Background: an optimization exercise with open tools, aiming at small area and few clock cycles per item. Do not read the settings as production practice. In this exercise RTL edits were held to simulation tests only and were not proved equivalent to the original.

## flow/design.v (module list and top-level ports; edited modules follow where they fit)
// module aqids_fa: 10 lines
// module aqids_ha: 9 lines
// module air_quality_index_daily_summary: 3111 lines
module air_quality_index_daily_summary #(
  parameter int PERIODS_PER_DAY = 6
) (
  input  logic                clk,
  input  logic                rst_n,
  input  logic                cfg_we,
  input  logic [1:0]          cfg_index,
  input  logic [13:0]         cfg_wdata,
  input  logic                in_valid,
  output logic                in_ready,
  input  logic [13:0]         in_pm25_tenths,
  input  logic [13:0]         in_co2_ppm,
  input  logic signed [10:0]  in_temperature_tenths,
  input  logic [9:0]          in_humidity_tenths,
  output logic                out_valid,
  input  logic                out_ready,
  output logic [8:0]          out_aqi_index,
  output logic [2:0]          out_aqi_level,
  output logic [1:0]          out_co2_level,
  output logic signed [11:0]  out_thi_tenths,
  output logic [1:0]          out_thi_level,
  output logic                out_day_done,
  output logic [8:0]          out_avg_aqi,
  output logic [13:0]         out_avg_co2,
  output logic signed [11:0]  out_avg_thi_tenths,
  output logic [2:0]          out_rec_aqi_level,
  output logic [1:0]          out_rec_co2_level,
  output logic [2:0]          out_rec_thi_level
);
  // ...
==> flow/flow/run.sh <==
#!/bin/bash
# Layout flow: the standard flow (standard.sh), with the port buffers made of
# the smallest buffer cell (buf_1) instead of the resizer's default choice.
set -e
export BUFFER_PORTS_ARGS="-buffer_cell sky130_fd_sc_hd__buf_1"
bash standard.sh > standard.log 2>&1
==> flow/standard.sh <==
#!/bin/bash
# synth_recipe.tcl (not shown) runs the flow's synth.tcl, then flattens the netlist and writes it again
# the make line also repeats each setting of config.mk as NAME=value (left out here)
make -C /OpenROAD-flow-scripts/flow DESIGN_CONFIG=/design/flow/config.mk WORK_HOME=/design/flow/orfs CLKGATE_MAP_FILE= SYNTH_SCRIPT=/design/flow/synth_recipe.tcl "${@:-finish}"
==> flow/config.mk <==
export PLATFORM = sky130hd
export DESIGN_NAME = air_quality_index_daily_summary
export DESIGN_NICKNAME = air_quality_index_daily_summary
export VERILOG_FILES = /design/flow/design.v
export SDC_FILE = /design/flow/constraint.sdc
export NUM_CORES = 4
export LEC_CHECK = 0
export ABC_AREA = 1
export CAP_MARGIN = 20
export CORE_MARGIN = 2
export CORE_UTILIZATION = 40
export CTS_BUF_LIST = sky130_fd_sc_hd__clkbuf_8
export SLEW_MARGIN = 20
export SYNTH_HIERARCHICAL = 1
export SYNTH_MINIMUM_KEEP_SIZE = 0
==> flow/constraint.sdc <==
create_clock -name core_clock -period 11.0 [get_ports {clk}]
set_input_delay 2.2000 -clock core_clock [delete_from_list [all_inputs] [get_ports {clk}]]
set_output_delay 2.2000 -clock core_clock [all_outputs]
set_load 0.01 [all_outputs]
==> flow_summary.ini, run 1 <==
[floorplan]
io_pins = 144
die_area_mm2 = 0.0539
row_count = 83

[cts]
numCtsBuffers = 17
cts_setup_buffers = 0
clock_tree.root_cell = clkbuf_8
cts_tree = done

[critical_path]
worstPathMaxFanout = 7
critPathTopFamily = adder cells
crit_type = flop to flop
r2r_end = sum_thi_r[13]$_DFFE_PP_

[finish]
n_fill_cell = 5083
drive_gt1_frac = 0.0505
post-route-util = 0.441
antenna_cells = 1
layout_common_cells = inv_1 (441), nand2_1 (380), fa_1 (322)
dominant-cell-class = multi-input combinational cells
clock_area_frac = 0.0191
seq_share = 0.185

[grt]
grt_pass1_vias = 16764
busiest_layer = met2
grt_max_degree = 77

[synthesis]
syn_avg_cell_area_um2 = 8.86
synthAdderAreaFrac = 0.454
synth_seq_area_share = 0.201
async_flop_share = 0
synth-simple-area-share = 0.167

[placement]
placedCellCount = 3139

[routing]
dr_wl_met3_um = 2850
wl_met1_um = 24000

[run_status]
outcome = no timing/DRC/antenna violations

[sta]
max_slew_margin = 0.388
min_period_ps = 10380
Testbench counts, summed over its fixed seeds: cycles 24,016, items 24,000.
==> run 2, diff against run 1 <==
==> flow/flow/run.sh (replaced) <==
#!/bin/bash
# Layout flow: the standard flow (standard.sh), with
#  - the port buffers made of the smallest buffer cell (buf_1) instead of the
#    resizer's default choice (a delay buffer), and
#  - clock tree synthesis with clkbuf_8 buffers and without dummy loads.
set -e
export BUFFER_PORTS_ARGS="-buffer_cell sky130_fd_sc_hd__buf_1"
export CTS_ARGS="-sink_clustering_enable -repair_clock_nets -buf_list sky130_fd_sc_hd__clkbuf_8 -dont_use_dummy_load"
bash standard.sh > standard.log 2>&1
--- a/flow/config.mk
+++ b/flow/config.mk
@@ -10,5 +10,4 @@
 export CORE_MARGIN = 2
 export CORE_UTILIZATION = 40
-export CTS_BUF_LIST = sky130_fd_sc_hd__clkbuf_8
 export SLEW_MARGIN = 20
 export SYNTH_HIERARCHICAL = 1
==> run 2 against run 1 <==
Critical path type unchanged. Count of clock-buffer cells in the layout shrank 2. Setup slack better by 30 ps. Flip-flop and latch count stayed put. Synthesized area unchanged. Synthesized cell count unchanged. Largest cell class unchanged. Sequential share of layout area is 0.16 points higher. Hold slack got worse by 6.8 ps.
==> flow_summary.ini, run 2 <==
[run_status]
outcome = no timing/DRC/antenna violations

[sta]
slew_violations = 0
worst_slew_pin_slew_ps = 918
clock_skew_ps = 30.9
finalHoldViolCount = 0
setup_viol = 0
layout_worst_path_cycle_share = 0.941
tns_ps = 0
fmax_ghz = 0.0966
min_period_ps = 10350
rsz0062_at_grt = no
max_slew_margin = 0.383

[grt]
grt.overflow.total = 0
grt_max_degree = 77
track_usage = 0.204
grt_pass1_wl_um = 86600
grt_use_met1 = 0.276
antenna_found_initial = 1
busiest_layer = met2
grt_pass1_vias = 16756
gr-usage-met3 = 0.0318
met2_usage = 0.338

[cts]
cts_sinks = 155
holdBufCountCts = 0
htree_num_levels = 4
cts_tree = done
clkLatencyLatePin_ps = 480
clk_pin_slew_ps = 60
ctsLongestPathBuffers = 2
numCtsBuffers = 17
clock_tree.root_cell = clkbuf_8

[finish]
final_area_mm2 = 0.0225
layout_common_cells = inv_1 (441), nand2_1 (380), fa_1 (322)
largest_reg_flops = 19
regMostFlops = s1_thi_z_r
stdcell_count = 3163
final_common_cell = inv_1
post-route-util = 0.437
nets = 3117
n_fill_cell = 5096
area_growth_pct = 7.90
reg.largest.list = s1_thi_z_r: 19 flops, sum_co2_r: 16 flops
drive_gt1_frac = 0.0447

[routing]
dr.pass1.iters = 6
drc = 0
drtIter0Drc = 898
wl_um = 52800
final_antenna_net_count = 0
wire_per_inst_um = 16.7
num_vias = 15926
vias_per_cell = 5.04

[synthesis]
synth_commonest_cells = inv_1 (443), nand2_1 (380), fa_1 (322)
synth_seq_area_share = 0.201
synth_edf_count = 108
synthFlopType = edfxtp_1
yosysWarnings = 7
synth_cell_types = 52
netlist_area_mm2 = 0.0208
synthTopCellsByArea = fa_1 (31%), edfxtp_1 (16%), ha_1 (14%)
synth_fp_nets = 2983
synth.most_common_cell = inv_1
async_flop_share = 0
ys_seq_elements = 155
syn_inst = 2350
yosys.area.top_type = fa_1
yosysTopAreaCellShare = 0.310
syn_avg_cell_area_um2 = 8.86

[critical_path]
arrival_ps = 10550
worstSetupStartpointType = flop
crit_type = flop to flop
cp-end-kind = flop
slowest_delay_ps = 600
worstPathMaxFanout = 7
slowest_stage = fa_1
required_ps = 11200
critPathMostFrequentCell = fa_1

[floorplan]
row_count = 83
die_area_mm2 = 0.0539
core_mm2 = 0.0514
die_x_um = 232
initial_utilization = 0.405
io_pins = 144
fp.dieH_um = 232

[placement]
place_area_mm2 = 0.0222
hpwl_um = 43900
port_buffers = 143
placedCellCount = 3139
gp_congestion = 0.917

[run]
drv_cap = 0

[hold_path]
worstHoldPathType = flop to flop
run 2: changes by cell type in the layout (fill, tap and decap cells not counted):
cell / change
inv_6: -6
bufinv_16: -3
clkbuf_8: -2
inv_4: -2
clkinv_2: -1
inv_8: -1
o21ai_0: -1
o21ai_1: +1
run 2: path summary, 6_finish.rpt:
check | end | depth (start not counted) | slack [ps] | from
worst max-delay path | sum_thi_r[13]$_DFFE_PP_ | 40 | 650 | s1_thi_z_r[14]$_DFFE_PN_
worst min-delay path | s2_aqi_r[0]$_DFFE_PN_ | 0 | 460 | s1_aqi_r[0]$_SDFFCE_PP0N_
worst max register to register | sum_thi_r[13]$_DFFE_PP_ | 40 | 650 | s1_thi_z_r[14]$_DFFE_PN_
worst min register to register | s2_aqi_r[0]$_DFFE_PN_ | 0 | 460 | s1_aqi_r[0]$_SDFFCE_PP0N_
run 2: Yosys stat by module (local to each module, per instance):
module | cell area (um^2) | flip-flops and latches
aqids_ha | 12.5 | 0
aqids_fa | 20.0 | 0
air_quality_index_daily_summary | 14000 | 155
run 2: critical path, delay by kind of cell, from the launching register on:
family	cells	cell delay, ps
and+or+nand+nor	8	560
AOI/OAI and AO/OA	11	1740
DFF	1	460
adders and majority gates	19	7160
buffers and inverters	2	180
run 2: logic make-up after synthesis:
group / Yosys count / share of synthesized area
buffers and inverters: 523 / 0.0944
AND/OR/NAND/NOR: 824 / 0.167
flip-flops: 155 / 0.201
XOR/XNOR: 24 / 0.0101
AO/OA/AOI/OAI: 261 / 0.0731
adder cells (fa/ha/maj): 563 / 0.454
run 2: what timing repair did:
action,in CTS,in global routing
endpoints found under the hold margin,0,0
endpoints found under the setup margin,0,3
resized for setup,0,6
buffers inserted,0,6
run 2: final cells by class:
cell class              count  area, um^2  area share
inverters                 467        1750      0.0781
diodes                      1        2.50    0.000111
well taps                 680         851      0.0379
clock buffers              17         234      0.0104
multi-input cells        1672       14700       0.654
flip-flops and latches    155        4180       0.186
repair buffers            171         747      0.0333
run 2: per-layer routing:
layer / up-vias / wire [um]
li1: 7692 / -
met1: 7728 / 23900
met2: 425 / 24800
met3: 81 / 2920
met4: 0 / 1220
met5: - / 0
run 2: through the flow:
step	hold slack [ps]	setup slack (ps)
CTS	463	159
finish	457	646
floorplan	431	1010
detailed placement	457	197
global placement	447	415
global route	486	42.0

static timing again, ports no longer ideal:
In the flow no input, the clock included, has a driving cell. The finished layouts below were timed again as built, in two steps. Step 1 sets driving cells, clkbuf_16 on the clock port and buf_2 on the other inputs (assumed; they add their load-dependent delay and slew). Step 2 moves the port delays by t, midway between the first and last clock arrival at a register: inputs arrive t later, outputs are due t later. That takes back most of the time a late clock gives input paths. Slacks: ideal / step 1 / step 2; pairs: ideal / step 1.
run	t, ns	setup slack, ns	cell pins on the clock port's net
run 1	0.534	0.615 / 0.615 / 0.615	1
run 2	0.520	0.646 / 0.646 / 0.646	1
After both steps every run listed still meets setup and hold.
